Context: an optimization exercise on an open-source flow, tuned for small area, a short achievable clock period and few clock cycles per item. The choices shown serve that exercise and are no tape-out recipe.
RTL that was checked went through simulation tests only; none was proved equivalent to the original.
For run 8, only the layout was checked, not whether the RTL still works.
Power is estimated from default activity; no workload was simulated.

File: design/flow/run.sh
#!/bin/bash
# synth_recipe.tcl (not shown) runs the flow's synth.tcl, then flattens the netlist and writes it again
# the make line also repeats each setting of config.mk as NAME=value (left out here)
make -C /OpenROAD-flow-scripts/flow DESIGN_CONFIG=/design/flow/config.mk WORK_HOME=/design/flow/orfs CLKGATE_MAP_FILE= SYNTH_SCRIPT=/design/flow/synth_recipe.tcl finish
File: design/flow/config.mk
export PLATFORM = sky130hd
export DESIGN_NAME = page_frame_replacement
export DESIGN_NICKNAME = page_frame_replacement
export VERILOG_FILES = /design/flow/design.v
export SDC_FILE = /design/flow/constraint.sdc
export NUM_CORES = 4
export LEC_CHECK = 0
export CAP_MARGIN = 20
export CORE_MARGIN = 2
export CORE_UTILIZATION = 55
export SETUP_SLACK_MARGIN = 4.0
export SLEW_MARGIN = 20
File: design/flow/constraint.sdc
create_clock -name core_clock -period 8.0 [get_ports {clk}]
set_input_delay 1.6000 -clock core_clock [delete_from_list [all_inputs] [get_ports {clk}]]
set_output_delay 1.6000 -clock core_clock [all_outputs]
set_load 0.01 [all_outputs]
File: design/flow/design.v
`default_nettype none
package pfr_pkg;
  localparam int Frames = 16;
  localparam int PageShift = 12;
  localparam int AddrBits = 32;
  localparam int PageBits = AddrBits - PageShift;
  localparam int IdxBits = $clog2(Frames);
  localparam int CntBits = $clog2(Frames + 1);
  localparam int CfgBits = 5;
  localparam logic CfgPolicy = 1'b0;
  localparam logic CfgFrames = 1'b1;
  localparam logic PolLru = 1'b0;
  localparam logic PolClock = 1'b1;
endpackage
`default_nettype wire
`default_nettype none
import pfr_pkg::*;
module pfr_cell (
  input  wire                          clk,
  input  wire                          rst_n,
  input  wire  [pfr_pkg::PageBits-1:0] cmp_page,   
  input  wire  [pfr_pkg::PageBits-1:0] wr_page,    
  input  wire                          act,        
  input  wire                          ld,         
  input  wire                          touch,      
  input  wire                          wr,         
  input  wire                          clr_ref,    
  output logic                         valid,
  output logic                         dirty,
  output logic                         refd,
  output logic                         match,
  output logic [pfr_pkg::PageBits-1:0] page
);
  always_ff @(posedge clk) begin
    if (!rst_n) valid <= 1'b0;
    else if (ld) valid <= 1'b1;
  end
  always_ff @(posedge clk) begin
    if (ld) page <= wr_page;
    if (ld) dirty <= wr;
    else if (touch && wr) dirty <= 1'b1;
    if (ld || touch) refd <= 1'b1;
    else if (clr_ref) refd <= 1'b0;
  end
  assign match = valid && act && (page == cmp_page);
endmodule
`default_nettype wire
`default_nettype none
import pfr_pkg::*;
module page_frame_replacement (
  input  wire                          clk,
  input  wire                          rst_n,
  input  wire                          start,
  output logic                         busy,
  input  wire  [pfr_pkg::AddrBits-1:0] in_virtual_address,
  input  wire                          in_is_write,
  output logic                         out_valid,
  output logic                         out_hit,
  output logic [3:0]                   out_frame,
  output logic                         out_evicted,
  output logic [19:0]                  out_victim_page,
  output logic                         out_victim_dirty,
  input  wire                          cfg_we,
  input  wire                          cfg_index,
  input  wire  [pfr_pkg::CfgBits-1:0]  cfg_data
);
  localparam int F = Frames;
  logic               busy_r;
  logic               policy_r;
  logic [F-1:1]       act_r;    
  logic [IdxBits-1:0] hand_r;
  logic [PageBits-1:0] page_r;
  logic               wr_r;
  logic [F-1:0]       match_r;
  logic [F-1:0] act, st_valid, st_dirty, st_refd, st_match;
  logic [F-1:0] ld, touch, clr;
  logic [PageBits-1:0] st_page [F];
  assign act = {act_r, 1'b1};
  for (genvar g = 0; g < F; g++) begin : g_cell
    pfr_cell u_cell (.clk(clk), .rst_n(rst_n),
                     .cmp_page(in_virtual_address[AddrBits-1:PageShift]),
                     .wr_page(page_r), .act(act[g]), .ld(ld[g]), .touch(touch[g]),
                     .wr(wr_r), .clr_ref(clr[g]),
                     .valid(st_valid[g]), .dirty(st_dirty[g]), .refd(st_refd[g]),
                     .match(st_match[g]), .page(st_page[g]));
  end
  logic accept;
  assign accept = start && !busy_r;
  assign busy = busy_r;
  function automatic logic [F-1:0] lowest(input logic [F-1:0] x);
    logic seen;
    seen = 1'b0;
    for (int i = 0; i < F; i++) begin
      lowest[i] = x[i] && !seen;
      seen = seen || x[i];
    end
  endfunction
  logic [F-1:0] free, fs;
  logic fill;
  assign free = act & ~st_valid;
  assign fs = lowest(free);
  assign fill = |free;
  logic [F-1:0] r [F];
  logic [F-1:0] lv;
  always_comb begin
    for (int i = 0; i < F; i++) begin
      lv[i] = act[i];
      for (int j = 0; j < F; j++) begin
        if (j < i) lv[i] = lv[i] && (!act[j] || r[j][i]);
        else if (j > i) lv[i] = lv[i] && (!act[j] || !r[i][j]);
      end
    end
  end
  logic [F-1:0] hdec, h1, ge, cand, chi, cv, ltv, pass;
  logic [IdxBits-1:0] cv_next;
  always_comb begin
    logic s;
    for (int i = 0; i < F; i++) hdec[i] = (hand_r == IdxBits'(i)) && act[i];
    h1 = hdec;
    h1[0] = !(|hdec[F-1:1]);
    s = 1'b0;
    for (int i = 0; i < F; i++) begin
      s = s || h1[i];
      ge[i] = s;
    end
    cand = act & ~st_refd;
    chi = cand & ge;
    if (|chi) cv = lowest(chi);
    else if (|cand) cv = lowest(cand);
    else cv = h1;
    s = 1'b0;
    for (int i = 0; i < F; i++) begin
      s = s || cv[i];
      ltv[i] = !s;
    end
    if (|chi) pass = ge & ltv;
    else if (|cand) pass = act & (ge | ltv);
    else pass = act;
    cv_next = '0;
    for (int i = 0; i < F - 1; i++)
      if (cv[i] && act[i + 1]) cv_next = IdxBits'(i + 1);
  end
  logic [F-1:0] ldt_r;
  logic evict_r;
  always_ff @(posedge clk) begin
    match_r <= st_match;
    ldt_r <= fill ? fs : (policy_r == PolClock) ? cv : lv;
    evict_r <= !fill;
  end
  logic [F-1:0] hs, sel;
  logic hit, evict;
  assign hs = lowest(match_r);
  assign hit = |match_r;
  assign evict = !hit && evict_r;
  assign sel = hit ? hs : ldt_r;
  assign touch = busy_r ? hs : '0;
  assign ld = (busy_r && !hit) ? ldt_r : '0;
  assign clr = (busy_r && evict && policy_r == PolClock) ? pass : '0;
  for (genvar i = 0; i < F; i++) begin : g_ri
    for (genvar j = i + 1; j < F; j++) begin : g_rj
      always_ff @(posedge clk) begin
        if (touch[i] || ld[i]) r[i][j] <= 1'b1;
        else if (touch[j] || ld[j]) r[i][j] <= 1'b0;
      end
    end
  end
  logic [3:0] sel_idx;
  logic [PageBits-1:0] vpage;
  logic vdirty;
  always_comb begin
    sel_idx = '0;
    vpage = '0;
    for (int i = 0; i < F; i++) begin
      if (sel[i]) sel_idx = sel_idx | 4'(i);
      if (ldt_r[i]) vpage = vpage | st_page[i];
    end
    vdirty = |(ldt_r & st_dirty);
  end
  always_ff @(posedge clk) begin
    if (busy_r) begin
      page_r <= evict ? vpage : '0;
      wr_r <= evict && vdirty;
    end else begin
      page_r <= in_virtual_address[AddrBits-1:PageShift];
      wr_r <= in_is_write;
    end
  end
  assign out_victim_page = page_r;
  assign out_victim_dirty = wr_r;
  always_ff @(posedge clk) begin
    if (!rst_n) begin
      busy_r <= 1'b0; out_valid <= 1'b0;
      policy_r <= PolLru; act_r <= '1; hand_r <= '0;
    end else begin
      busy_r <= accept;
      out_valid <= busy_r;
      if (cfg_we && !busy_r) begin
        if (cfg_index == CfgPolicy) policy_r <= cfg_data[0];
        else for (int i = 1; i < F; i++) act_r[i] <= (cfg_data > CfgBits'(i));
      end
      if (busy_r && evict && policy_r == PolClock) hand_r <= cv_next;
    end
  end
  always_ff @(posedge clk) begin
    out_hit <= hit;
    out_frame <= sel_idx;
    out_evicted <= evict;
  end
endmodule
`default_nettype wire
==> results of run 1 <==
## cells in the mapped netlist, types with 35 or more instances
master	n
nor4_1	62
a22o_1	35
xnor2_1	184
clkbuf_1	146
a21oi_1	54
a221oi_1	41
o21ai_0	55
dfxtp_1	234
inv_1	63
o22ai_1	70
nand2_1	283
nor2_1	93
edfxtp_1	336
xor2_1	136
nand3_1	52
a22oi_1	145
nand2b_1	40
nand4_1	98
## stage by stage
stage / cells / utilization, % / cell area, sq um / hold slack, ns / power, mW
after floorplan: 2469 / - / 26900 / 0.422 / 3.54
after global placement: 3043 / 58.5 / 28100 / 0.434 / 3.74
after detailed placement: 3043 / 58.5 / 28100 / 0.440 / 3.75
after CTS: 3155 / 62.6 / 30000 / 0.456 / 6.48
after global routing: 3155 / 62.7 / 30000 / 0.465 / 6.64
final: 3156 / 62.7 / 30000 / 0.455 / 6.51
## state kept, by name, summed over array words and instances, names as in the netlist, 4 cells and up
signal,cells
out_frame,4
ldt_r,16
page_r,20
r,120
g_cell.u_cell.refd,16
match_r,16
g_cell.u_cell.page,320
g_cell.u_cell.dirty,16
hand_r,4
act_r,15
g_cell.u_cell.valid,16
## timing repair
| item | 4_1_cts | 5_1_grt |
|---|---|---|
| endpoints found under the setup margin | 3 | 12 |
| cloned | 0 | 0 |
| resized for setup | 2 | 8 |
## layout make-up
type                       count  area (sq um)  share of cell area, %
sequential                   570         14800                   49.2
inverter                      64           240                  0.800
timing repair buffer         127          1110                   3.69
antenna                        1          2.50                0.00833
tap                          615           769                   2.56
clock inverter                27           295                  0.983
clock buffer                  85          1660                   5.51
multi-input combinational   1667         11200                   37.3
## kinds of logic (layout without fill, tap and decap cells)
family | count (synthesis) | after routing | share of synthesized area (%)
xor gates and xnor gates | 320 | 320 | 10.4
muxes | 3 | 3 | 0.130
other | 0 | 1 | 0
and+or+nand+nor | 753 | 753 | 14.4
AOI/OAI and AO/OA | 591 | 591 | 16.6
DFF | 570 | 570 | 55.0
buffers and inverters | 232 | 303 | 3.43
## worst paths after layout
check / startpoint / slack, ns / cells past startpoint / end
setup reg to reg: match_r[1] / 4.17 / 10 / g_cell[2].u_cell.dirty
hold / removal: g_cell[3].u_cell.refd / 0.46 / 2 / g_cell[3].u_cell.refd
setup / recovery: in_virtual_address[26] / 4.00 / 5 / match_r[0]
hold reg to reg: g_cell[3].u_cell.refd / 0.46 / 2 / g_cell[3].u_cell.refd
## layer usage
layer  up-vias  routed length, um  share of wire (%)  GRT usage, %
li1       9275                  -                  -             -
met1     10700              36800                 34          52.1
met5         -                  0                  0             0
met2      1786              48500                 45          66.9
met4         0               9700                9.1          30.8
met3       456              12000                 11          7.99
## worst reg2reg max path, delay by kind of cell, from the launching register on
kind	cells	cell delay [ns]
buffers and inverters	2	0.66
DFF	1	0.34
and+or+nand+nor	7	2.36
AOI/OAI and AO/OA	1	0.18
## where the power goes
group	switching, mW	total [mW]	internal, mW
registers	0.0693	3.23	3.16
logic	0.314	0.480	0.166
clock network	1.20	2.80	1.60
==> impl_metrics.json, run 1 <==
{
  "hold_class": "flip-flop to flip-flop",
  "routed_wirelength_um": 107000,
  "cts_hold_buf": 0,
  "grt_overflow": 0,
  "final_cell_mix": "edfxtp_1 (336), nand2_1 (283), dfxtp_1 (230), xnor2_1 (184), a22oi_1 (145)",
  "ios": 72,
  "slew_headroom_pct": 25.0,
  "netlist_instances": 2469,
  "clkTransAtPathRegs_ns": 0.07,
  "ant_nets": 0,
  "ys_warn_count": 5,
  "synth_top_area_share_pct": 37.6,
  "cp_slowest_stage_delay_ns": 0.99,
  "crit_fanout": 17,
  "p_leak_nw": 10.7,
  "setup_viol": 0,
  "fin_setup_tns_ns": 0,
  "layout-drive-gt1-share_pct": 8.39,
  "cpMostUsedCell": "nor4_1",
  "peakVddDrop_mv": 0.199,
  "power_density_nw_per_um2": 217,
  "drtPass1Iterations": 6,
  "status": "finished clean",
  "arrival_ns": 4.54,
  "fin_worst_skew_ns": 0.0394,
  "cts-root-buf": "clkbuf_16",
  "cp-end-kind": "flip-flop",
  "synth_top_cell_by_area": "edfxtp_1",
  "synth_edf_count": 336,
  "layout_commonest_cell": "edfxtp_1",
  "insertion_delay_ns": 0.66,
  "hold_viol_final": 0,
  "grt_pass1_wl_um": 152000,
  "worst-path-buf-inv": 1,
  "hpwl_um": 71600,
  "tightest_slew_ns": 1.12,
  "die_x_um": 225,
  "grt_pass1_vias": 21200,
  "place_congestion": 1.01,
  "post-place-ws_ns": 3.43,
  "gr-usage-all-layers_pct": 42.3,
  "seq_area_frac_synth_pct": 55.0,
  "fin_crit_sh_pct": 50.0,
  "drv_cap": 0,
  "fin_ws_ns": 4.00,
  "ys_types": 105,
  "start_util_pct": 56.0,
  "area_delta_synth_final_pct": 11.8,
  "grt_max_degree": 49,
  "antenna_found_initial": 1,
  "synth_seq_cells": 570,
  "fill_cells": 3962,
  "ctsHtreeMaxLevel": 2,
  "synth_ff_type": "edfxtp_1",
  "die_area_sq_um": 50600,
  "fin_nets": 2532,
  "final.min_clock_period_ns": 4.00,
  "port_buffers": 59,
  "core_area_sq_um": 47900,
  "viasPerCell": 7.05,
  "wl_per_cell_um": 33.9,
  "clock-sinks": 570,
  "numCtsBuffers": 59,
  "crit_type": "primary input to flip-flop",
  "worstPathRequired_ns": 8.54,
  "tritoncts": "built",
  "synth.area.top_cells": "edfxtp_1 (38%), dfxtp_1 (17%), xnor2_1 (6.0%)",
  "crit_chain": "clkdlybuf4s50_1 > xor2_1 > nor4_1 > nand4_1 > nor4_1",
  "slowest_stage": "clkdlybuf4s50_1",
  "rows": 80,
  "post_cts_buffers": 0,
  "cp-start-kind": "primary input",
  "critPathTopFamily": "simple AND/OR/NAND/NOR gates",
  "rsz0062_at_grt": "false",
  "die_h_um": 225,
  "fmax_mhz": 250,
  "async_flop_share_pct": 0,
  "drcViolationCount": 0,
  "drt-initial-drc-count": 3332,
  "syn-cell-area_sq_um": 26900,
  "via_count": 22300,
  "synth_area_per_cell_sq_um": 10.9,
  "synth_fp_nets": 2512,
  "cts.path.max_buffers": 3,
  "drv_slew": 0
}
Testbench counts, summed over its fixed seeds: cycles 96,048, items 48,000.
==> run 2, diff against run 1 <==
==> design/flow/flow/run.sh (new file) <==
#!/bin/bash
bash standard.sh MATCH_CELL_FOOTPRINT=0 finish > standard.log 2>&1
==> design/flow/standard.sh (new file) <==
#!/bin/bash
# synth_recipe.tcl (not shown) runs the flow's synth.tcl, then flattens the netlist and writes it again
# the make line also repeats each setting of config.mk as NAME=value (left out here)
make -C /OpenROAD-flow-scripts/flow DESIGN_CONFIG=/design/flow/config.mk WORK_HOME=/design/flow/orfs CLKGATE_MAP_FILE= SYNTH_SCRIPT=/design/flow/synth_recipe.tcl "${@:-finish}"
--- a/design/flow/config.mk
+++ b/design/flow/config.mk
@@ -9,4 +9,6 @@
 export CORE_MARGIN = 2
 export CORE_UTILIZATION = 55
-export SETUP_SLACK_MARGIN = 4.0
+export CTS_BUF_LIST = sky130_fd_sc_hd__clkbuf_4 sky130_fd_sc_hd__clkbuf_8
+export CTS_CLUSTER_SIZE = 30
+export SETUP_SLACK_MARGIN = 4.85
 export SLEW_MARGIN = 20
removed: design/flow/run.sh
==> run 2 against run 1 <==
Against the previous run:
- non-clock buffer count rose by 70
- routed wire length up 2.4%
- first-iteration DRC count down 2.9%
- critical endpoint is now match_r[14]
- flip-flop and latch count unchanged
- total power rose by 1.6%
- clock skew increased by 0.011 ns
- largest cell class unchanged
- combinational power is about 10% higher
- still clean on timing, DRC and antenna
- clock-buffer cell count up 58
- largest power group unchanged
==> impl_metrics.json, run 2 <==
{
  "status": "finished clean",
  "synth_top_family_by_area": "compound AO/OA/AOI/OAI gates",
  "synth-adder-area-share_pct": 0,
  "largest-register": "g_cell.u_cell.page",
  "fin_crit_sh_pct": 40.2,
  "fin_util_pct": 65.8,
  "largest_registers": "g_cell.u_cell.page: 320 flops, r: 120 flops, page_r: 20 flops",
  "cp-start-kind": "primary input",
  "die_x_um": 225,
  "post-place-ws_ns": 3.43,
  "rr_startpoint": "hand_r[1]",
  "peakVddDrop_mv": 0.205,
  "ios": 72,
  "grt_max_degree": 49,
  "place_congestion": 1.01,
  "hold_class": "flip-flop to flip-flop",
  "place_area_sq_um": 28100,
  "ys_warn_count": 5,
  "synth_edf_count": 336,
  "gr-usage-all-layers_pct": 43.0,
  "drt-initial-drc-count": 3235,
  "synth_xor_area_share_pct": 10.4,
  "viasPerCell": 6.96,
  "synth_fp_nets": 2512,
  "worstPathRequired_ns": 8.61,
  "ant_nets": 0,
  "crit_fanout": 17,
  "netlist_instances": 2469,
  "power_density_nw_per_um2": 209,
  "synth_seq_cells": 570,
  "ys_types": 105,
  "via_count": 22900,
  "drcViolationCount": 0,
  "start_util_pct": 56.0,
  "crit_type": "primary input to flip-flop",
  "tightest_slew_ns": 0.985,
  "seq_area_frac_synth_pct": 55.0,
  "fmax_mhz": 311,
  "numCtsBuffers": 94,
  "synth_area_per_cell_sq_um": 10.9,
  "cts_hold_buf": 0,
  "final_cell_mix": "edfxtp_1 (336), nand2_1 (275), dfxtp_1 (206), xnor2_1 (184), a22oi_1 (145)",
  "clock-sinks": 570,
  "p_leak_nw": 11.8,
  "async_flop_share_pct": 0,
  "yosys.area_share.simple_pct": 14.4,
  "wl_per_cell_um": 33.3,
  "r2r_cells": 12,
  "seqCellArea_sq_um": 14900,
  "port_buffers": 59,
  "layout-drive-gt1-share_pct": 17.4,
  "yosysMostFrequentCell": "edfxtp_1",
  "area_delta_synth_final_pct": 17.5,
  "grt_pass1_vias": 21700,
  "hold_viol_final": 0,
  "hpwl_um": 71600,
  "drv_slew": 0,
  "cts-root-buf": "clkbuf_8",
  "fill_cells": 3825,
  "antenna_found_initial": 1,
  "cp-startpoint": "in_virtual_address[18]",
  "tritoncts": "built",
  "clkTransAtPathRegs_ns": 0.06,
  "final_area_sq_um": 31600,
  "final.min_clock_period_ns": 3.22,
  "synth.area.top_cells": "edfxtp_1 (38%), dfxtp_1 (17%), xnor2_1 (6.0%)",
  "fin_worst_skew_ns": 0.0499,
  "largest_register_ffs": 320,
  "layout_commonest_cell": "edfxtp_1",
  "rsz0062_at_grt": "true",
  "insertion_delay_ns": 0.73,
  "r2r_slack_ns": 4.81,
  "fin_setup_tns_ns": 0,
  "drv_cap": 0,
  "die_h_um": 225,
  "cts.path.max_buffers": 3,
  "fin_ws_ns": 4.78,
  "slew_headroom_pct": 34.2,
  "fin_nets": 2638,
  "synth_mux_area_share_pct": 0.130,
  "rows": 80,
  "r2r-end": "hand_r[0]",
  "routed_wirelength_um": 110000,
  "critPathCapture": "match_r[14]",
  "synth_top_cell_by_area": "edfxtp_1",
  "multi_input_area_sq_um": 11600,
  "ys_top_cells_by_count": "edfxtp_1 (336), nand2_1 (283), dfxtp_1 (234)",
  "arrival_ns": 3.83,
  "ctsHtreeMaxLevel": 3,
  "synth_ff_type": "edfxtp_1",
  "setup_viol": 0,
  "synth_top_area_share_pct": 37.6,
  "syn-cell-area_sq_um": 26900,
  "cp-end-kind": "flip-flop",
  "synth_compound_area_share_pct": 16.6,
  "die_area_sq_um": 50600,
  "grt_overflow": 0,
  "drtPass1Iterations": 7,
  "grt_pass1_wl_um": 154000,
  "core_area_sq_um": 47900
}
[run 2: cell counts after synthesis]
Identical to the previous run, type by type.
[run 2: metrics by stage]
stage                     hold WS (ns)  std cells  total power [mW]
after CTS                        0.454       3258              6.58
after global placement           0.434       3043              3.74
after global routing             0.465       3291              6.76
after floorplan                  0.422       2469              3.54
after detailed placement         0.440       3043              3.75
final                            0.455       3291              6.61
[run 2: critical path: stages]
cell,delay (ns)
clkdlybuf4s50_1,0.46
buf_4,0.28
xor2_1,0.22
nor4_2,0.64
nand4_1,0.36
nor4_1,0.25
[run 2: per-layer routing]
layer	track usage, %	part of all wire [%]	up-vias
met5	0	0	-
met4	33.5	9.7	0
li1	-	-	9503
met1	52.8	34	11100
met3	8.37	11	494
met2	67.1	45	1794
[run 2: how the worst min path moves through the flow]
stage               slack, ns  cells after the start      from       end
finish                   0.46                      1   r[0][2]   r[0][2]
global route             0.46                      1   r[0][5]   r[0][5]
CTS                      0.45                      1   r[0][1]   r[0][1]
detailed placement       0.44                      1   r[0][1]   r[0][1]
global placement         0.43                      1   r[0][1]   r[0][1]
floorplan                0.42                      2  r[8][14]  r[8][14]
[run 2: final cells by class]
| cell class | count | area share (%) |
|---|---|---|
| diodes | 1 | 0.00793 |
| clock buffers | 143 | 5.64 |
| flip-flops and latches | 570 | 47.1 |
| repair buffers | 197 | 6.05 |
| well taps | 615 | 2.44 |
| multi-input cells | 1668 | 36.9 |
| inverters | 64 | 0.785 |
| clock inverters | 33 | 1.10 |
[run 2: logic make-up (layout without fill, tap and decap cells)]
logic type	count (synthesis)	count (layout)
xor+xnor	320	320
mux	3	3
flops	570	570
other cells	0	1
compound gates	591	591
simple gates	753	754
buf+inv	232	437
[run 2: power breakdown]
part | total (mW) | internal (mW) | leakage, nW | switching [mW]
clock | 2.88 | 1.63 | 1.12 | 1.25
sequential | 3.21 | 3.16 | 5.00 | 0.0495
combinational | 0.529 | 0.178 | 5.68 | 0.351
[run 2: repair_timing]
| item | 4_1_cts | 5_1_grt |
|---|---|---|
| pin swaps | 12 | 27 |
| cloned | 1 | 2 |
| resized for setup | 174 | 73 |
| setup buffers | 38 | 30 |
| setup endpoints to repair | 270 | 380 |
==> run 3, diff against run 2 <==
--- a/design/flow/config.mk
+++ b/design/flow/config.mk
@@ -11,4 +11,4 @@
 export CTS_BUF_LIST = sky130_fd_sc_hd__clkbuf_4 sky130_fd_sc_hd__clkbuf_8
 export CTS_CLUSTER_SIZE = 30
-export SETUP_SLACK_MARGIN = 4.85
+export SETUP_SLACK_MARGIN = 4.92
 export SLEW_MARGIN = 20
==> run 3 against run 2 <==
Against the previous run:
- combinational power barely moved
- synthesized cell count did not move
- still clean
- clock skew fell by 0.0082 ns
- cell count rose by 0.24%
==> impl_metrics.json, run 3 <==
{
  "clkTransAtPathRegs_ns": 0.07,
  "syn-cell-area_sq_um": 26900,
  "worst-path-buf-inv": 2,
  "hold_class": "flip-flop to flip-flop",
  "slowest_stage": "o31ai_2",
  "die_h_um": 225,
  "final_area_sq_um": 31700,
  "grt_overflow": 0,
  "stdcell_count": 3299,
  "synth_area_per_cell_sq_um": 10.9,
  "final_cell_mix": "edfxtp_1 (336), nand2_1 (273), dfxtp_1 (205), xnor2_1 (183), a22oi_1 (145)",
  "clock-sinks": 570,
  "critPathTopFamily": "compound AO/OA/AOI/OAI gates",
  "die_x_um": 225,
  "grt_util_met3_pct": 10.4,
  "via_count": 23100,
  "crit_fanout": 5,
  "drv_cap": 0,
  "fin_ws_ns": 4.83,
  "grt_pass1_wl_um": 154000,
  "async_flop_share_pct": 0,
  "cts.path.max_buffers": 3,
  "insertion_delay_ns": 0.75,
  "final.min_clock_period_ns": 3.17,
  "drcViolationCount": 0,
  "ys_top_cells_by_count": "edfxtp_1 (336), nand2_1 (283), dfxtp_1 (234)",
  "globalRouteMet2Util_pct": 66.4,
  "cp_slowest_stage_delay_ns": 0.51,
  "die_area_sq_um": 50600,
  "hold_viol_final": 0,
  "layout-drive-gt1-share_pct": 18.2,
  "crit_type": "flip-flop to flip-flop",
  "post-place-ws_ns": 3.50,
  "numCtsBuffers": 95,
  "rsz0062_at_grt": "true",
  "tightest_slew_ns": 1.32,
  "cts-root-buf": "clkbuf_8",
  "ys_types": 105,
  "synth_edf_count": 336,
  "grt-busiest-layer": "met2",
  "peakVddDrop_mv": 0.223,
  "synth.area.top_cells": "edfxtp_1 (38%), dfxtp_1 (17%), xnor2_1 (6.0%)",
  "place_area_sq_um": 28000,
  "synth_ff_type": "edfxtp_1",
  "netlist_instances": 2469,
  "synth_top_area_share_pct": 37.6,
  "worstPathRequired_ns": 8.65,
  "largest-register": "g_cell.u_cell.page",
  "largest_register_ffs": 320,
  "arrival_ns": 3.82,
  "drt-initial-drc-count": 3688,
  "drv_slew": 0,
  "cp-end-kind": "flip-flop",
  "dpl.cell_count": 3036,
  "yosysMostFrequentCell": "edfxtp_1",
  "drtPass1Iterations": 7,
  "ant_nets": 0,
  "layout_commonest_cell": "edfxtp_1",
  "gr-usage-all-layers_pct": 43.4,
  "wl_per_cell_um": 34.1,
  "fin_nets": 2651,
  "grt_max_degree": 40,
  "largest_registers": "g_cell.u_cell.page: 320 flops, r: 120 flops, page_r: 20 flops",
  "synth_fp_nets": 2512,
  "cpMostUsedCell": "buf_4",
  "crit_chain": "buf_4 > and3b_2 > o21ai_4 > nand2_1 > nor4_4 > buf_4 > o2111ai_4 > o31ai_2 > a32oi_1 > o32a_1 > nor2_1",
  "fmax_mhz": 316,
  "start_util_pct": 56.0,
  "cp-start-kind": "flip-flop",
  "routed_wirelength_um": 113000,
  "cts_hold_buf": 0,
  "p_leak_nw": 11.8,
  "ys_warn_count": 5,
  "area_delta_synth_final_pct": 17.9,
  "slew_headroom_pct": 11.3,
  "core_area_sq_um": 47900,
  "power_density_nw_per_um2": 203,
  "place_congestion": 1.06,
  "grt_pass1_vias": 21400,
  "port_buffers": 59,
  "hpwl_um": 71400,
  "ctsHtreeMaxLevel": 3,
  "setup_viol": 0,
  "antenna_found_initial": 3,
  "synth_seq_cells": 570,
  "fin_worst_skew_ns": 0.0417,
  "seq_area_frac_synth_pct": 55.0,
  "ios": 72,
  "status": "finished clean",
  "grt_use_met1_pct": 53.1,
  "fin_crit_sh_pct": 39.6,
  "viasPerCell": 6.99,
  "fin_setup_tns_ns": 0,
  "rows": 80,
  "tritoncts": "built",
  "synth_top_cell_by_area": "edfxtp_1"
}
==> run 3: metrics by stage <==
step / hold WS (ns) / utilization (%) / total power, mW
finish: 0.444 / 66.1 / 6.44
global route: 0.465 / 66.1 / 6.58
CTS: 0.449 / 64.1 / 6.40
detailed placement: 0.439 / 58.4 / 3.75
global placement: 0.433 / 58.4 / 3.74
floorplan: 0.422 / - / 3.54
==> run 3: timing repair <==
action                     CTS  global route
pin swaps                    7            25
buffers inserted            35            48
gates resized for setup    170           134
setup endpoints to repair  326           479
cloned                       1             6
==> run 3: cell families after synthesis <==
logic type / count (synthesis) / synth area share [%]
xor gates and xnor gates: 320 / 10.4
DFF: 570 / 55.0
AOI/OAI and AO/OA: 591 / 16.6
and+or+nand+nor: 753 / 14.4
muxes: 3 / 0.130
buffers and inverters: 232 / 3.43
==> run 3: worst register-to-register path, stage by stage (launching register included) <==
cell       delay [ns]
dfxtp_4          0.39
buf_4            0.16
and3b_2          0.24
o21ai_4          0.26
nand2_1          0.15
nor4_4           0.47
buf_4            0.21
o2111ai_4        0.17
o31ai_2          0.51
a32oi_1          0.23
o32a_1           0.22
nor2_1           0.08
==> run 3: cell type report <==
type	instances	area [sq um]
inverters	64	251
flip-flops and latches	570	14900
diodes	1	2.50
repair buffers	206	2020
clock buffers	147	1780
well taps	615	769
clock inverters	25	189
fillers	3839	16300
multi-input cells	1671	11800
==> run 3: power breakdown <==
group	leakage, nW	internal, mW	switching, mW	total, mW
clock network	1.05	1.46	1.25	2.70
registers	5.00	3.16	0.0545	3.21
logic	5.72	0.176	0.352	0.528
total	11.8	4.79	1.65	6.44
==> run 3: worst paths after layout <==
check | startpoint | end | slack [ns] | cells past startpoint
max | hand_r[0] | ldt_r[7] | 4.83 | 11
min | g_cell[3].u_cell.refd | g_cell[3].u_cell.refd | 0.44 | 2
max reg2reg | hand_r[0] | ldt_r[7] | 4.83 | 11
min reg2reg | g_cell[3].u_cell.refd | g_cell[3].u_cell.refd | 0.44 | 2
==> run 3: layer usage <==
layer / share of wire [%] / up-vias
li1: - / 9531
met3: 13 / 574
met1: 33 / 11000
met4: 11 / 0
met2: 43 / 1963
met5: 0 / -
==> run 4, diff against run 3 <==
--- a/design/flow/config.mk
+++ b/design/flow/config.mk
@@ -9,6 +9,4 @@
 export CORE_MARGIN = 2
 export CORE_UTILIZATION = 55
-export CTS_BUF_LIST = sky130_fd_sc_hd__clkbuf_4 sky130_fd_sc_hd__clkbuf_8
-export CTS_CLUSTER_SIZE = 30
-export SETUP_SLACK_MARGIN = 4.92
+export SETUP_SLACK_MARGIN = 4.85
 export SLEW_MARGIN = 20
==> run 4 against run 3 <==
Against the previous run:
- critical endpoint is now g_cell[12].u_cell.refd
- clock skew shrank 0.0039 ns
- non-clock buffer count is 6 lower
- synthesized cell count unchanged
- global-route usage down 0.44 points
- design area decreased by 0.44%
- clock power rose by 4%
- routed wire length shrank 2.8%
- hold slack gained 0.014 ns
- cell count fell by 2.1%
- combinational power up 2%
- highest routed layer is now met5
- via count is 1.4% lower
- first-iteration DRC count is 12% lower
==> impl_metrics.json, run 4 <==
{
  "status": "finished clean",
  "viasPerCell": 7.04,
  "worstPathRequired_ns": 8.51,
  "hpwl_um": 71600,
  "largest-register": "g_cell.u_cell.page",
  "drv_cap": 0,
  "final_cell_mix": "edfxtp_1 (336), nand2_1 (276), dfxtp_1 (206), xnor2_1 (184), a22oi_1 (143)",
  "grt_overflow": 0,
  "hold_viol_final": 0,
  "cp-start-kind": "flip-flop",
  "area_delta_synth_final_pct": 17.4,
  "finalPower_mw": 6.54,
  "r2r_cells": 10,
  "synth_fp_nets": 2512,
  "diodes": 0,
  "cts-root-buf": "clkbuf_16",
  "peakVddDrop_mv": 0.198,
  "fin_util_pct": 65.8,
  "crit_type": "flip-flop to flip-flop",
  "slew_headroom_pct": 36.8,
  "start_util_pct": 56.0,
  "ant_nets": 0,
  "ctsHtreeMaxLevel": 2,
  "grt_max_degree": 49,
  "whs_path_depth": 1,
  "crit_chain": "mux2_4 > a2bb2oi_4 > o31ai_4 > buf_6 > or4_4 > a21boi_4 > nand2_4 > a211o_1 > o32ai_2 > a21oi_1",
  "drcViolationCount": 0,
  "clkTransAtPathRegs_ns": 0.07,
  "tightest_slew_ns": 0.946,
  "netlist_instances": 2469,
  "fin_setup_tns_ns": 0,
  "r2r_slack_ns": 4.81,
  "place_area_sq_um": 28100,
  "gr-usage-all-layers_pct": 42.9,
  "min_from": "r[0][1]",
  "wl_per_cell_um": 33.9,
  "hold_ws_ns": 0.458,
  "slowest_stage": "or4_4",
  "ys_types": 105,
  "cp-end-kind": "flip-flop",
  "rsz0062_at_grt": "true",
  "largest_registers": "g_cell.u_cell.page: 320 flops, r: 120 flops, page_r: 20 flops",
  "clock-sinks": 570,
  "synth_area_per_cell_sq_um": 10.9,
  "port_buffers": 59,
  "ys_top_cells_by_count": "edfxtp_1 (336), nand2_1 (283), dfxtp_1 (234)",
  "cts.path.max_buffers": 3,
  "post-place-ws_ns": 3.43,
  "place_congestion": 1.01,
  "die_area_sq_um": 50600,
  "rows": 80,
  "r2r-end": "g_cell[12].u_cell.refd",
  "grt_pass1_vias": 21500,
  "fin_ws_ns": 4.81,
  "rr_startpoint": "hand_r[0]",
  "stdcell_count": 3230,
  "synth_top_cell_by_area": "edfxtp_1",
  "p_leak_nw": 11.4,
  "synth_top_area_share_pct": 37.6,
  "drt-initial-drc-count": 3259,
  "yosysMostFrequentCell": "edfxtp_1",
  "core_area_sq_um": 47900,
  "cp_slowest_stage_delay_ns": 0.51,
  "power_density_nw_per_um2": 208,
  "synth_ff_type": "edfxtp_1",
  "drv_slew": 0,
  "critPathTopFamily": "compound AO/OA/AOI/OAI gates",
  "hold_class": "flip-flop to flip-flop",
  "fin_crit_sh_pct": 39.9,
  "fmax_mhz": 313,
  "ios": 72,
  "final.min_clock_period_ns": 3.19,
  "worst-path-buf-inv": 1,
  "routed_wirelength_um": 110000,
  "dpl.cell_count": 3043,
  "seq_area_frac_synth_pct": 55.0,
  "async_flop_share_pct": 0,
  "fin_worst_skew_ns": 0.0378,
  "layout_commonest_cell": "edfxtp_1",
  "crit_fanout": 8,
  "synth_seq_cells": 570,
  "layout-drive-gt1-share_pct": 15.4,
  "ys_warn_count": 5,
  "drtPass1Iterations": 6,
  "final_area_sq_um": 31500,
  "synth_edf_count": 336,
  "setup_viol": 0,
  "syn-cell-area_sq_um": 26900,
  "fin_nets": 2607,
  "largest_register_ffs": 320,
  "antenna_found_initial": 1,
  "numCtsBuffers": 59,
  "insertion_delay_ns": 0.66,
  "arrival_ns": 3.70,
  "hold_path_end": "r[0][1]",
  "die_h_um": 225,
  "tritoncts": "built",
  "synth.area.top_cells": "edfxtp_1 (38%), dfxtp_1 (17%), xnor2_1 (6.0%)",
  "grt_pass1_wl_um": 154000,
  "via_count": 22700,
  "die_x_um": 225
}
## run 4: cell types whose count changed in the layout (fill, tap and decap cells not counted), sizes merged
cell,previous run,this run
clkbuf,163,98
clkdlybuf4s50,17,32
dlymetal6s2s,28,17
buf,145,138
bufinv,1,5
and2,29,26
inv,63,61
diode,1,0
nand2,285,286
## run 4: how the worst max path moves through the flow
stage | from | to | depth (start not counted) | slack, ns
CTS | match_r[3] | g_cell[15].u_cell.page[19] | 9 | 4.82
global placement | in_virtual_address[25] | match_r[10] | 5 | 3.47
finish | hand_r[0] | g_cell[12].u_cell.refd | 10 | 4.81
global route | hand_r[0] | g_cell[8].u_cell.refd | 10 | 4.73
floorplan | match_r[1] | g_cell[2].u_cell.dirty | 9 | 4.88
detailed placement | in_virtual_address[25] | match_r[10] | 5 | 3.43
## run 4: layout make-up
cell class	count	area, sq um
fill	3846	16400
sequential	570	14900
multi-input combinational	1669	11800
timing repair buffer	200	1890
clock buffer	85	1660
tap	615	769
clock inverter	27	295
inverter	64	248
## run 4: worst reg2reg max path, cell delays in order (launching register included)
cell and delay (ns):
dfxtp_4 0.44, mux2_4 0.34, a2bb2oi_4 0.30, o31ai_4 0.22
buf_6 0.18, or4_4 0.51, a21boi_4 0.29, nand2_4 0.16
a211o_1 0.31, o32ai_2 0.25, a21oi_1 0.06
## run 4: cells by family after synthesis
group | after synthesis | share of synthesized area, %
simple gates | 753 | 14.4
compound gates | 591 | 16.6
flops | 570 | 55.0
xor+xnor | 320 | 10.4
buf+inv | 232 | 3.43
mux | 3 | 0.130
## run 4: what timing repair did
item | CTS | global route
setup buffers | 39 | 32
cloned | 2 | 2
endpoints found under the hold margin | 0 | 0
pin swaps | 13 | 26
gates resized for setup | 177 | 99
endpoints found under the setup margin | 240 | 367
hold buffers | 0 | 0
## run 4: report_power, final
group / internal [mW] / switching, mW
Combinational: 0.184 / 0.354
Sequential: 3.15 / 0.0520
Clock: 1.60 / 1.20
## run 4: per-layer routing
metal / track usage (%) / vias up / wire, um
met5: 0 / - / 9
met4: 32.9 / 2 / 10700
met3: 7.44 / 493 / 11700
met2: 67.7 / 1806 / 49200
met1: 52.8 / 11000 / 37900
li1: - / 9434 / -
==> run 5, diff against run 4 <==
--- a/design/flow/config.mk
+++ b/design/flow/config.mk
@@ -9,4 +9,7 @@
 export CORE_MARGIN = 2
 export CORE_UTILIZATION = 55
+export CTS_BUF_LIST = sky130_fd_sc_hd__clkbuf_8
+export CTS_CLUSTER_DIAMETER = 45
+export CTS_CLUSTER_SIZE = 30
 export SETUP_SLACK_MARGIN = 4.85
 export SLEW_MARGIN = 20
==> run 5 against run 4 <==
Against the previous run:
- via count increased by 0.33%
- sequential power about the same
- routed wire length up 0.44%
- critical path type is now primary input to flip-flop
- largest power group unchanged
==> impl_metrics.json, run 5 <==
{
  "status": "finished clean",
  "async_flop_share_pct": 0,
  "gr-usage-all-layers_pct": 43.0,
  "final_area_sq_um": 31400,
  "ios": 72,
  "antenna_found_initial": 0,
  "area_delta_synth_final_pct": 17.0,
  "routed_wirelength_um": 110000,
  "wl_per_cell_um": 33.7,
  "cts-root-buf": "clkbuf_8",
  "ctsHtreeMaxLevel": 3,
  "synth_edf_count": 336,
  "ys_top_cells_by_count": "edfxtp_1 (336), nand2_1 (283), dfxtp_1 (234)",
  "grt_overflow": 0,
  "tritoncts": "built",
  "place_area_sq_um": 28100,
  "worstPathRequired_ns": 8.54,
  "synth_area_per_cell_sq_um": 10.9,
  "peakVddDrop_mv": 0.278,
  "die_h_um": 225,
  "cp-end-kind": "flip-flop",
  "rsz0062_at_grt": "true",
  "drv_cap": 0,
  "fin_setup_tns_ns": 0,
  "crit_fanout": 17,
  "synth_top_cell_by_area": "edfxtp_1",
  "start_util_pct": 56.0,
  "viasPerCell": 6.98,
  "crit_type": "primary input to flip-flop",
  "fin_worst_skew_ns": 0.0326,
  "slew_headroom_pct": 33.6,
  "rows": 80,
  "drt-initial-drc-count": 3154,
  "largest-register": "g_cell.u_cell.page",
  "grt_pass1_wl_um": 154000,
  "grt_pass1_vias": 21500,
  "synth.area.top_cells": "edfxtp_1 (38%), dfxtp_1 (17%), xnor2_1 (6.0%)",
  "ant_nets": 0,
  "drcViolationCount": 0,
  "fin_crit_sh_pct": 40.9,
  "hpwl_um": 71600,
  "crit_chain": "clkdlybuf4s50_1 > buf_4 > xor2_1 > nor4_2 > nand4_1 > nor4_1",
  "grt_max_degree": 49,
  "fmax_mhz": 305,
  "p_leak_nw": 11.7,
  "synth_ff_type": "edfxtp_1",
  "layout_commonest_cell": "edfxtp_1",
  "die_x_um": 225,
  "arrival_ns": 3.82,
  "place_congestion": 1.01,
  "cp_slowest_stage_delay_ns": 0.46,
  "power_density_nw_per_um2": 194,
  "synth_top_area_share_pct": 37.6,
  "drv_slew": 0,
  "die_area_sq_um": 50600,
  "numCtsBuffers": 70,
  "cts_hold_buf": 0,
  "synth_seq_cells": 570,
  "clkTransAtPathRegs_ns": 0.08,
  "seq_area_frac_synth_pct": 55.0,
  "largest_register_ffs": 320,
  "ys_warn_count": 5,
  "syn-cell-area_sq_um": 26900,
  "netlist_instances": 2469,
  "slowest_stage": "clkdlybuf4s50_1",
  "diodes": 0,
  "tightest_slew_ns": 0.994,
  "post-place-ws_ns": 3.43,
  "hold_viol_final": 0,
  "yosysMostFrequentCell": "edfxtp_1",
  "core_area_sq_um": 47900,
  "cp-start-kind": "primary input",
  "port_buffers": 59,
  "fin_nets": 2639,
  "cts.path.max_buffers": 3,
  "setup_viol": 0,
  "hold_class": "flip-flop to flip-flop",
  "final_cell_mix": "edfxtp_1 (336), nand2_1 (275), dfxtp_1 (206), xnor2_1 (184), a22oi_1 (143)",
  "clock-sinks": 570,
  "fin_ws_ns": 4.72,
  "final.min_clock_period_ns": 3.28,
  "synth_fp_nets": 2512,
  "drtPass1Iterations": 6,
  "largest_registers": "g_cell.u_cell.page: 320 flops, r: 120 flops, page_r: 20 flops",
  "insertion_delay_ns": 0.71,
  "hold_ws_ns": 0.459,
  "ys_types": 105,
  "via_count": 22800,
  "finalPower_mw": 6.11,
  "layout-drive-gt1-share_pct": 17.5
}
## run 5: cell count changes in the layout (fill, tap and decap cells not counted), sizes merged
| cell | change |
|---|---|
| buf | +23 |
| bufinv | -1 |
| clkbuf | -14 |
| clkdlybuf4s50 | -12 |
| clkinv | -6 |
| clkinvlp | +6 |
| dlymetal6s2s | +14 |
| inv | +28 |
## run 5: logic make-up after synthesis
kind of cell / share of synthesized area, %
AND/OR/NAND/NOR: 14.4
AO/OA/AOI/OAI: 16.6
flip-flops: 55.0
XOR/XNOR: 10.4
buffers and inverters: 3.43
multiplexers: 0.130
## run 5: worst max-delay path, delay by kind of cell
family	cells	cell delay (ns)
xor gates and xnor gates	1	0.22
buffers and inverters	2	0.74
and+or+nand+nor	3	1.25
## run 5: repair_timing
| item | 4_1_cts | 5_1_grt |
|---|---|---|
| gates resized for setup | 172 | 117 |
| setup buffers | 49 | 45 |
| setup endpoints to repair | 240 | 323 |
| hold endpoints to repair | 0 | 0 |
| pin swaps | 13 | 44 |
| cloned | 1 | 1 |
## run 5: where the power goes
| part | switching, mW | leakage [nW] | internal, mW |
|---|---|---|---|
| Sequential | 0.0442 | 5.00 | 3.15 |
| Combinational | 0.366 | 5.89 | 0.191 |
| Clock | 1.28 | 0.810 | 1.08 |
## run 5: path summary, 6_finish.rpt
kind                            slack, ns         end  cells past startpoint                   start
worst min-delay path                 0.46    r[8][14]                      2                r[8][14]
worst max-delay path                 4.72  match_r[4]                      6  in_virtual_address[18]
worst max register to register       4.81   hand_r[1]                     13               hand_r[0]
worst min register to register       0.46    r[8][14]                      2                r[8][14]
## run 5: cell type report
type | instances | area, sq um
Clock buffer | 75 | 1030
Clock inverter | 54 | 539
Fill cell | 3881 | 16500
Inverter | 64 | 248
Multi-Input combinational cell | 1669 | 11800
Sequential cell | 570 | 14900
Tap cell | 615 | 769
Timing Repair Buffer | 221 | 2160
## run 5: per-layer routing
layer / GRT usage, % / part of all wire (%) / wire length, um / vias to the layer above
met5: 0 / 0 / 0 / -
met3: 9.54 / 11 / 12100 / 523
met4: 33.2 / 9.9 / 10900 / 0
li1: - / - / - / 9497
met1: 52.1 / 35 / 38000 / 11000
met2: 67.1 / 45 / 49000 / 1774
## run 5: stage by stage
| stage | utilization [%] | instances |
|---|---|---|
| final | 65.5 | 3268 |
| after detailed placement | 58.5 | 3043 |
| after floorplan | - | 2469 |
| after global placement | 58.5 | 3043 |
| after CTS | 63.7 | 3222 |
| after global routing | 65.5 | 3268 |
==> run 6, diff against run 5 <==
--- a/design/flow/config.mk
+++ b/design/flow/config.mk
@@ -9,7 +9,7 @@
 export CORE_MARGIN = 2
 export CORE_UTILIZATION = 55
-export CTS_BUF_LIST = sky130_fd_sc_hd__clkbuf_8
-export CTS_CLUSTER_DIAMETER = 45
-export CTS_CLUSTER_SIZE = 30
+export CTS_BUF_LIST = sky130_fd_sc_hd__clkbuf_8 sky130_fd_sc_hd__clkbuf_16
+export CTS_CLUSTER_DIAMETER = 60
+export CTS_CLUSTER_SIZE = 40
 export SETUP_SLACK_MARGIN = 4.85
 export SLEW_MARGIN = 20
==> run 6 against run 5 <==
Against the previous run:
- synthesized cell count unchanged
- clock-buffer cell count decreased by 30
- global-route usage decreased by 0.17 points
- die area unchanged
==> impl_metrics.json, run 6 <==
{
  "final.min_clock_period_ns": 3.21,
  "synth_top_area_share_pct": 37.6,
  "core_area_sq_um": 47900,
  "seq_area_frac_synth_pct": 55.0,
  "grt_pass1_wl_um": 154000,
  "tritoncts": "built",
  "synth_seq_cells": 570,
  "synth_fp_nets": 2512,
  "yosysMostFrequentCell": "edfxtp_1",
  "ant_nets": 0,
  "die_x_um": 225,
  "slew_headroom_pct": 28.8,
  "die_area_sq_um": 50600,
  "ios": 72,
  "ys_top_cells_by_count": "edfxtp_1 (336), nand2_1 (283), dfxtp_1 (234)",
  "drv_slew": 0,
  "fmax_mhz": 311,
  "drcViolationCount": 0,
  "grt_pass1_vias": 21400,
  "layout_commonest_cell": "edfxtp_1",
  "async_flop_share_pct": 0,
  "fin_worst_skew_ns": 0.0549,
  "routed_wirelength_um": 110000,
  "arrival_ns": 3.72,
  "clock-sinks": 570,
  "clkTransAtPathRegs_ns": 0.08,
  "drv_cap": 0,
  "worstPathRequired_ns": 8.51,
  "ctsHtreeMaxLevel": 2,
  "numCtsBuffers": 43,
  "r2r_cells": 13,
  "die_h_um": 225,
  "rows": 80,
  "cts-root-buf": "clkbuf_16",
  "syn-cell-area_sq_um": 26900,
  "grt_overflow": 0,
  "place_area_sq_um": 28100,
  "tightest_slew_ns": 1.06,
  "crit_type": "primary input to flip-flop",
  "port_buffers": 59,
  "via_count": 22500,
  "fill_cells": 3880,
  "gr-usage-all-layers_pct": 42.8,
  "stdcell_count": 3202,
  "synth_ff_type": "edfxtp_1",
  "netlist_instances": 2469,
  "wl_per_cell_um": 34.2,
  "fin_crit_sh_pct": 40.2,
  "ys_types": 105,
  "start_util_pct": 56.0,
  "largest_registers": "g_cell.u_cell.page: 320 flops, r: 120 flops, page_r: 20 flops",
  "synth_edf_count": 336,
  "hpwl_um": 71600,
  "final_cell_mix": "edfxtp_1 (336), nand2_1 (276), dfxtp_1 (205), xnor2_1 (184), a22oi_1 (144)",
  "dpl.cell_count": 3043,
  "viasPerCell": 7.03,
  "diodes": 0,
  "cts_hold_buf": 0,
  "setup_viol": 0,
  "drtPass1Iterations": 6,
  "post-place-ws_ns": 3.43,
  "final_area_sq_um": 31200,
  "fin_setup_tns_ns": 0,
  "largest-register": "g_cell.u_cell.page",
  "cts.path.max_buffers": 3,
  "crit_fanout": 17,
  "ys_warn_count": 5,
  "whs_path_depth": 2,
  "insertion_delay_ns": 0.65,
  "area_delta_synth_final_pct": 16.0,
  "synth_area_per_cell_sq_um": 10.9,
  "hold_class": "flip-flop to flip-flop",
  "synth_top_cell_by_area": "edfxtp_1",
  "largest_register_ffs": 320,
  "antenna_found_initial": 0,
  "finalPower_mw": 6.11,
  "rsz0062_at_grt": "true",
  "cp-end-kind": "flip-flop",
  "fin_ws_ns": 4.79,
  "grt_max_degree": 49,
  "peakVddDrop_mv": 0.164,
  "hold_viol_final": 0,
  "drt-initial-drc-count": 3274,
  "p_leak_nw": 11.2,
  "synth.area.top_cells": "edfxtp_1 (38%), dfxtp_1 (17%), xnor2_1 (6.0%)",
  "cp-start-kind": "primary input",
  "power_density_nw_per_um2": 196,
  "layout-drive-gt1-share_pct": 15.3,
  "status": "finished clean",
  "place_congestion": 1.01,
  "fin_nets": 2595
}
run 6: kinds of logic (layout without fill, tap and decap cells):
group | after synthesis | in the layout | synth area share (%)
AO/OA/AOI/OAI | 591 | 591 | 16.6
AND/OR/NAND/NOR | 753 | 754 | 14.4
flip-flops | 570 | 570 | 55.0
buffers and inverters | 232 | 349 | 3.43
multiplexers | 3 | 3 | 0.130
XOR/XNOR | 320 | 320 | 10.4
run 6: final cells by class:
| type | instances | area [sq um] | area share [%] |
|---|---|---|---|
| Inverter | 64 | 251 | 0.807 |
| Sequential cell | 570 | 14900 | 47.7 |
| Tap cell | 615 | 769 | 2.47 |
| Clock inverter | 35 | 388 | 1.24 |
| Timing Repair Buffer | 205 | 1980 | 6.35 |
| Multi-Input combinational cell | 1668 | 11800 | 37.8 |
| Clock buffer | 45 | 1130 | 3.61 |
run 6: power by group:
part / switching, mW / internal [mW]
Clock: 1.21 / 1.15
Sequential: 0.0462 / 3.15
Combinational: 0.360 / 0.188
run 6: metal layers:
metal	global-route usage (%)	wire length [um]	part of all wire, %	vias up
li1	-	-	-	9391
met1	52.7	38000	35	11000
met2	67.4	49200	45	1663
met3	8.32	11400	10	485
met4	31.7	10900	10	0
met5	0	0	0	-
run 6: critical path: stages:
cell and delay [ns]:
clkdlybuf4s50_1 0.45, buf_4 0.29, xor2_1 0.25, nor4_1 0.63
nand4_1 0.18, nor4_1 0.30
run 6: final timing paths:
kind | start | endpoint | slack (ns)
setup / recovery | in_virtual_address[13] | match_r[11] | 4.79
hold reg to reg | g_cell[3].u_cell.refd | g_cell[3].u_cell.refd | 0.46
hold / removal | g_cell[3].u_cell.refd | g_cell[3].u_cell.refd | 0.46
setup reg to reg | hand_r[3] | hand_r[1] | 4.85
run 6: repair_timing:
item / CTS / global route
pin swaps: 11 / 32
resized for setup: 162 / 105
setup endpoints to repair: 251 / 375
gates cloned: 1 / 1
buffers inserted: 42 / 35
run 6: stage by stage:
stage               hold slack (ns)  util [%]
floorplan                     0.422         -
finish                        0.458      65.0
CTS                           0.458      63.4
detailed placement            0.440      58.5
global route                  0.471      65.0
global placement              0.434      58.5
==> run 7, diff against run 6 <==
--- a/design/flow/config.mk
+++ b/design/flow/config.mk
@@ -8,5 +8,5 @@
 export CAP_MARGIN = 20
 export CORE_MARGIN = 2
-export CORE_UTILIZATION = 55
+export CORE_UTILIZATION = 60
 export CTS_BUF_LIST = sky130_fd_sc_hd__clkbuf_8 sky130_fd_sc_hd__clkbuf_16
 export CTS_CLUSTER_DIAMETER = 60
==> run 7 against run 6 <==
Against the previous run:
- cell count decreased by 0.91%
- clock power is 2% lower
- sequential share of layout area is 0.25 points higher
- fmax rose by 0.85%
- routed wire length shrank 0.82%
- die area fell by 8.2%
- non-clock buffer count shrank 4
- sequential power about the same
- design area shrank 0.51%
- critical path type is now flip-flop to flip-flop
- critical endpoint is now ldt_r[3]
==> impl_metrics.json, run 7 <==
{
  "start_util_pct": 60.8,
  "synth_edf_count": 336,
  "slew_headroom_pct": 21.7,
  "via_count": 23100,
  "fin_setup_tns_ns": 0,
  "clock-sinks": 570,
  "hold_path_end": "r[8][14]",
  "crit_fanout": 7,
  "crit_type": "flip-flop to flip-flop",
  "final_cell_mix": "edfxtp_1 (336), nand2_1 (275), dfxtp_1 (202), xnor2_1 (184), a22oi_1 (145)",
  "ys_top_cells_by_count": "edfxtp_1 (336), nand2_1 (283), dfxtp_1 (234)",
  "hold_viol_final": 0,
  "hpwl_um": 70500,
  "wl_met2_um": 47100,
  "wl_per_cell_um": 34.2,
  "syn-cell-area_sq_um": 26900,
  "hold_class": "flip-flop to flip-flop",
  "port_buffers": 59,
  "hold_ws_ns": 0.450,
  "r2r_slack_ns": 4.81,
  "drv_cap": 0,
  "routed_wirelength_um": 109000,
  "largest_registers": "g_cell.u_cell.page: 320 flops, r: 120 flops, page_r: 20 flops",
  "cts-root-buf": "clkbuf_16",
  "core_area_sq_um": 44200,
  "grt_overflow": 0,
  "drv_slew": 0,
  "yosysMostFrequentCell": "edfxtp_1",
  "worstPathRequired_ns": 8.51,
  "netlist_instances": 2469,
  "ys_types": 105,
  "slowest_stage": "or4b_4",
  "tritoncts": "built",
  "worst-path-buf-inv": 4,
  "clkTransAtPathRegs_ns": 0.09,
  "setup_viol": 0,
  "place_congestion": 1.04,
  "dr.max_layer_used": "met5",
  "drcViolationCount": 0,
  "async_flop_share_pct": 0,
  "final.min_clock_period_ns": 3.19,
  "drt-initial-drc-count": 3671,
  "antenna_found_initial": 4,
  "ios": 72,
  "power_density_nw_per_um2": 196,
  "ys_warn_count": 5,
  "rr_startpoint": "hand_r[0]",
  "fmax_mhz": 314,
  "crit_chain": "buf_8 > or4b_4 > a2bb2oi_4 > a41oi_2 > a2bb2oi_4 > buf_12 > nand4_4 > buf_12 > o31a_1 > buf_6 > o22a_1 > o22ai_2",
  "cp_slowest_stage_delay_ns": 0.53,
  "numCtsBuffers": 42,
  "peakVddDrop_mv": 0.199,
  "seq_area_frac_synth_pct": 55.0,
  "synth_fp_nets": 2512,
  "p_leak_nw": 11.1,
  "die_area_sq_um": 46500,
  "wl_met1_um": 35600,
  "grt_pass1_vias": 21800,
  "viasPerCell": 7.27,
  "min_from": "r[8][14]",
  "largest_register_ffs": 320,
  "cp-start-kind": "flip-flop",
  "r2r-end": "ldt_r[3]",
  "status": "finished clean",
  "route.met3.wl_um": 13700,
  "synth_top_area_share_pct": 37.6,
  "gr-usage-all-layers_pct": 46.1,
  "fin_nets": 2590,
  "whs_path_depth": 2,
  "fin_worst_skew_ns": 0.0512,
  "arrival_ns": 3.70,
  "rows": 77,
  "die_x_um": 216,
  "grt_max_degree": 38,
  "synth_seq_cells": 570,
  "layout-drive-gt1-share_pct": 15.4,
  "cts.path.max_buffers": 3,
  "synth_area_per_cell_sq_um": 10.9,
  "synth_top_cell_by_area": "edfxtp_1",
  "ant_nets": 0,
  "insertion_delay_ns": 0.63,
  "r2r_cells": 12,
  "cp-end-kind": "flip-flop",
  "critPathTopFamily": "compound AO/OA/AOI/OAI gates",
  "tightest_slew_ns": 1.14,
  "rsz0062_at_grt": "true",
  "ctsHtreeMaxLevel": 2,
  "synth_ff_type": "edfxtp_1",
  "fin_crit_sh_pct": 39.8,
  "largest-register": "g_cell.u_cell.page",
  "grt_pass1_wl_um": 154000,
  "area_delta_synth_final_pct": 15.4,
  "die_h_um": 216,
  "synth.area.top_cells": "edfxtp_1 (38%), dfxtp_1 (17%), xnor2_1 (6.0%)",
  "layout_commonest_cell": "edfxtp_1",
  "drtPass1Iterations": 13,
  "finalPower_mw": 6.07
}
## run 7: final cells by class
type / count / area, sq um
multi-input combinational: 1668 / 11800
clock inverter: 34 / 420
timing repair buffer: 201 / 1850
antenna: 2 / 5.00
tap: 592 / 741
sequential: 570 / 14900
fill: 3265 / 13200
clock buffer: 42 / 1050
inverter: 64 / 255
## run 7: routing by layer
| metal | vias up | GRT usage (%) |
|---|---|---|
| li1 | 9403 | - |
| met1 | 11000 | 56.1 |
| met2 | 2046 | 70.2 |
| met3 | 612 | 9.56 |
| met4 | 6 | 39.5 |
| met5 | - | 0 |
## run 7: worst reg2reg max path, cell delays in order (launching register included)
cell       delay (ns)
dfxtp_4          0.43
buf_8            0.17
or4b_4           0.54
a2bb2oi_4        0.20
a41oi_2          0.24
a2bb2oi_4        0.25
buf_12           0.14
nand4_4          0.08
buf_12           0.17
o31a_1           0.39
buf_6            0.16
o22a_1           0.22
o22ai_2          0.10
## run 7: how the worst max path moves through the flow
stage	start	to	slack [ns]	cells after the start
floorplan	match_r[1]	g_cell[2].u_cell.dirty	4.88	9
global placement	in_virtual_address[26]	match_r[0]	3.54	5
detailed placement	in_virtual_address[29]	match_r[7]	3.47	5
CTS	match_r[1]	g_cell[8].u_cell.refd	4.66	9
global route	hand_r[0]	ldt_r[9]	4.74	10
finish	hand_r[0]	ldt_r[3]	4.81	12
## run 7: logic make-up after synthesis
kind of cell	count (synthesis)	share of synthesized area (%)
xor+xnor	320	10.4
compound gates	591	16.6
flops	570	55.0
buf+inv	232	3.43
mux	3	0.130
simple gates	753	14.4
## run 7: report_power, final
| group | switching [mW] | internal, mW | leakage [nW] | total [mW] |
|---|---|---|---|---|
| logic | 0.358 | 0.188 | 5.38 | 0.546 |
| clock network | 1.24 | 1.09 | 0.727 | 2.32 |
| registers | 0.0542 | 3.15 | 5.00 | 3.20 |
## run 7: metrics by stage
step	area [sq um]	utilization (%)	setup WS, ns	cells
finish	31000	70.1	4.81	3173
global route	31000	70.1	4.74	3171
CTS	30300	68.6	4.66	3138
detailed placement	28000	63.3	3.47	3017
global placement	28000	63.3	3.54	3017
floorplan	26900	-	4.88	2469
## run 7: repair_timing
action | 4_1_cts | 5_1_grt
gates cloned | 2 | 1
hold buffers | 0 | 0
resized for setup | 168 | 86
buffers inserted | 43 | 32
pin swaps | 16 | 34
setup endpoints to repair | 223 | 364
==> run 8, diff against run 7 <==
--- a/design/flow/design.v
+++ b/design/flow/design.v
@@ -69,5 +69,5 @@
   logic               policy_r;
   logic [F-1:1]       act_r;    
-  logic [IdxBits-1:0] hand_r;
+  logic [F-1:0]       hge_r;    
   logic [PageBits-1:0] page_r;
   logic               wr_r;
@@ -112,16 +112,9 @@
     end
   end
-  logic [F-1:0] hdec, h1, ge, cand, chi, cv, ltv, pass;
-  logic [IdxBits-1:0] cv_next;
+  logic [F-1:0] ge, h1, cand, chi, cv, ltv, pass, gt;
   always_comb begin
     logic s;
-    for (int i = 0; i < F; i++) hdec[i] = (hand_r == IdxBits'(i)) && act[i];
-    h1 = hdec;
-    h1[0] = !(|hdec[F-1:1]);
-    s = 1'b0;
-    for (int i = 0; i < F; i++) begin
-      s = s || h1[i];
-      ge[i] = s;
-    end
+    ge = (|(hge_r & act)) ? hge_r : '1;
+    h1 = ge & ~(ge << 1);
     cand = act & ~st_refd;
     chi = cand & ge;
@@ -131,4 +124,5 @@
     s = 1'b0;
     for (int i = 0; i < F; i++) begin
+      gt[i] = s;
       s = s || cv[i];
       ltv[i] = !s;
@@ -137,7 +131,4 @@
     else if (|cand) pass = act & (ge | ltv);
     else pass = act;
-    cv_next = '0;
-    for (int i = 0; i < F - 1; i++)
-      if (cv[i] && act[i + 1]) cv_next = IdxBits'(i + 1);
   end
   logic [F-1:0] ldt_r;
@@ -191,5 +182,5 @@
     if (!rst_n) begin
       busy_r <= 1'b0; out_valid <= 1'b0;
-      policy_r <= PolLru; act_r <= '1; hand_r <= '0;
+      policy_r <= PolLru; act_r <= '1; hge_r <= '1;
     end else begin
       busy_r <= accept;
@@ -199,5 +190,5 @@
         else for (int i = 1; i < F; i++) act_r[i] <= (cfg_data > CfgBits'(i));
       end
-      if (busy_r && evict && policy_r == PolClock) hand_r <= cv_next;
+      if (busy_r && evict && policy_r == PolClock) hge_r <= (|(gt & act)) ? gt : '1;
     end
   end
--- a/design/flow/config.mk
+++ b/design/flow/config.mk
@@ -8,8 +8,5 @@
 export CAP_MARGIN = 20
 export CORE_MARGIN = 2
-export CORE_UTILIZATION = 60
-export CTS_BUF_LIST = sky130_fd_sc_hd__clkbuf_8 sky130_fd_sc_hd__clkbuf_16
-export CTS_CLUSTER_DIAMETER = 60
-export CTS_CLUSTER_SIZE = 40
+export CORE_UTILIZATION = 55
 export SETUP_SLACK_MARGIN = 4.85
 export SLEW_MARGIN = 20
==> run 8 against run 7 <==
Against the previous run:
- die area grew 9.4%
- first-iteration DRC count grew 41%
- largest cell class unchanged
- fmax is 21% lower
- design area increased by 18%
- via count rose by 14%
- global-route usage increased by 4.8 points
- sequential share of layout area fell by 6.7 points
- hold slack barely moved
==> impl_metrics.json, run 8 <==
{
  "status": "finished clean",
  "setup_viol": 0,
  "power_density_nw_per_um2": 190,
  "synth.area.top_cells": "edfxtp_1 (37%), dfxtp_1 (18%), xnor2_1 (6.0%)",
  "largest_registers": "g_cell.u_cell.page: 320 flops, r: 120 flops, page_r: 20 flops",
  "fin_util_pct": 75.4,
  "final_cell_mix": "edfxtp_1 (336), dfxtp_1 (210), nand2_1 (202), xnor2_1 (180), buf_4 (150)",
  "arrival_ns": 4.60,
  "largest_register_ffs": 320,
  "seq_area_frac_synth_pct": 55.7,
  "fin_setup_tns_ns": 0,
  "numCtsBuffers": 66,
  "wl_per_cell_um": 37.7,
  "viasPerCell": 7.44,
  "hold_class": "flip-flop to flip-flop",
  "fin_crit_sh_pct": 50.3,
  "synth_ff_type": "edfxtp_1",
  "via_count": 26400,
  "insertion_delay_ns": 0.65,
  "post-place-ws_ns": 2.89,
  "port_buffers": 59,
  "drv_cap": 0,
  "drtPass1Iterations": 12,
  "start_util_pct": 55.5,
  "stdcell_count": 3544,
  "rr_startpoint": "match_r[0]",
  "place_congestion": 0.991,
  "seqCellArea_sq_um": 15100,
  "cp-start-kind": "flip-flop",
  "antenna_found_initial": 15,
  "final.min_clock_period_ns": 4.02,
  "die_x_um": 225,
  "tritoncts": "built",
  "fin_ws_ns": 3.98,
  "netlist_instances": 2526,
  "worstPathRequired_ns": 8.58,
  "drt-initial-drc-count": 5163,
  "fin_nets": 2905,
  "ys_top_cells_by_count": "edfxtp_1 (336), nand2_1 (336), dfxtp_1 (246)",
  "crit_fanout": 8,
  "synth_seq_cells": 582,
  "grt_pass1_wl_um": 180000,
  "whs_path_depth": 2,
  "syn-cell-area_sq_um": 27000,
  "grt_overflow": 0,
  "r2r_slack_ns": 3.98,
  "clock-sinks": 582,
  "fill_cells": 3111,
  "tightest_slew_ns": 1.28,
  "core_area_sq_um": 48600,
  "ant_nets": 0,
  "rows": 81,
  "layout-drive-gt1-share_pct": 29.7,
  "min_from": "r[6][12]",
  "drv_slew": 0,
  "synth_edf_count": 336,
  "r2r_cells": 16,
  "crit_type": "flip-flop to flip-flop",
  "p_leak_nw": 13.5,
  "ctsHtreeMaxLevel": 3,
  "synth_area_per_cell_sq_um": 10.7,
  "cp-end-kind": "flip-flop",
  "area_delta_synth_final_pct": 36.0,
  "synth_top_cell_by_area": "edfxtp_1",
  "peakVddDrop_mv": 0.223,
  "synth_top_area_share_pct": 37.4,
  "async_flop_share_pct": 0,
  "largest-register": "g_cell.u_cell.page",
  "routed_wirelength_um": 134000,
  "die_area_sq_um": 50800,
  "grt_max_degree": 37,
  "cts-root-buf": "clkbuf_16",
  "ios": 72,
  "die_h_um": 225,
  "fin_worst_skew_ns": 0.0326,
  "gr-usage-all-layers_pct": 50.8,
  "hold_viol_final": 0,
  "synth_fp_nets": 2569,
  "multi_input_area_sq_um": 13400,
  "hold_path_end": "r[6][12]",
  "fmax_mhz": 249,
  "layout_commonest_cell": "edfxtp_1",
  "ys_warn_count": 5,
  "rsz0062_at_grt": "true",
  "dpl.cell_count": 3087,
  "drcViolationCount": 0,
  "grt_pass1_vias": 24300,
  "hold_ws_ns": 0.450,
  "cts.path.max_buffers": 3,
  "hpwl_um": 70600,
  "slew_headroom_pct": 14.1,
  "ys_types": 78,
  "clkTransAtPathRegs_ns": 0.06,
  "r2r-end": "r[4][7]"
}
-- run 8: worst max-delay path: stages (launching register included) --
cell and delay (ns):
dfxtp_4 0.35, or4_4 0.56, nor4_4 0.27, nand2b_1 0.16, buf_4 0.16, or4_4 0.45
or3_4 0.38, nor4_4 0.19, buf_6 0.18, buf_4 0.12, buf_12 0.15, buf_4 0.14
a22oi_2 0.20, inv_2 0.25, nand2_8 0.13, buf_12 0.18, nand2_1 0.08
-- run 8: layer usage --
metal  wire (um)  share of wire (%)  vias to the layer above  GRT usage, %
met5         128              0.096                        -          1.17
met4       15600                 12                       12          42.4
met3       20600                 15                      969          18.9
met2       55800                 42                     2779          75.0
met1       41400                 31                    12500          58.8
li1            -                  -                    10100             -
-- run 8: power by group --
group	leakage (nW)	switching (mW)	internal (mW)
Sequential	5.10	0.0610	3.21
Combinational	7.38	0.408	0.221
Clock	1.05	1.31	1.76
Total	13.5	1.78	5.19
-- run 8: area by class of cell --
| cell class | instances | area share, % |
|---|---|---|
| multi-input cells | 1735 | 36.7 |
| flip-flops and latches | 582 | 41.3 |
| inverters | 66 | 0.693 |
| well taps | 622 | 2.12 |
| clock inverters | 30 | 0.768 |
| repair buffers | 411 | 13.4 |
| diodes | 7 | 0.0478 |
| clock buffers | 91 | 5.04 |
-- run 8: per-stage QoR --
step           power, mW  area (sq um)
6_report            6.97         36700
5_1_grt             7.07         36700
4_1_cts             6.84         35300
3_5_place_dp        3.80         28200
3_3_place_gp        3.80         28200
2_1_floorplan       3.59         27200
-- run 8: worst max-delay path by stage --
stage | to | start | slack [ns]
CTS | g_cell[10].u_cell.refd | match_r[1] | 4.53
detailed placement | hge_r[1] | act_r[13] | 2.89
global placement | hge_r[8] | act_r[13] | 2.89
global route | r[4][6] | match_r[0] | 4.03
floorplan | g_cell[0].u_cell.dirty | match_r[1] | 4.56
finish | r[4][7] | match_r[0] | 3.98
-- run 8: what timing repair did --
item | 4_1_cts | 5_1_grt
endpoints found under the setup margin | 599 | 567
buffers inserted | 224 | 60
gates resized for setup | 520 | 178
cloned | 42 | 3
pin swaps | 156 | 95
hold buffers | 0 | 0
-- run 8: logic make-up (layout without fill, tap and decap cells) --
logic type / Yosys count / count (layout) / synth area share, %
AND/OR/NAND/NOR: 805 / 830 / 14.7
AO/OA/AOI/OAI: 583 / 583 / 15.7
flip-flops: 582 / 582 / 55.7
XOR/XNOR: 320 / 320 / 10.4
buffers and inverters: 234 / 598 / 3.41
multiplexers: 2 / 2 / 0.0742
other: 0 / 7 / 0

what the ideal ports hide:
The results above use ideal ports. As a check the final layouts listed here were re-extracted and re-timed, cells and wires unchanged. Step 1: set_driving_cell puts a clkbuf_16 on clk and a buf_2 on each other input, an assumption about the parent block. Step 2 times the ports against the registers' clock, not the clock port: input delays grow and output delays shrink by t, the midpoint of the rising clock arrivals with the driver on. Slacks: ideal ports / drivers / drivers and shift; pairs: ideal ports / drivers.
| run | t (ns) | setup slack, ns |
|---|---|---|
| run 1 | 0.708 | 3.997 / 4.036 / 3.328 |
| run 2 | 0.768 | 4.781 / 4.807 / 4.049 |
| run 3 | 0.800 | 4.834 / 4.834 / 4.111 |
| run 4 | 0.706 | 4.809 / 4.805 / 4.146 |
| run 5 | 0.752 | 4.724 / 4.762 / 4.010 |
| run 6 | 0.688 | 4.785 / 4.803 / 4.132 |
| run 7 | 0.665 | 4.813 / 4.800 / 4.199 |
| run 8 | 0.698 | 3.980 / 3.980 / 3.980 |
After both steps every run listed still meets setup and hold.
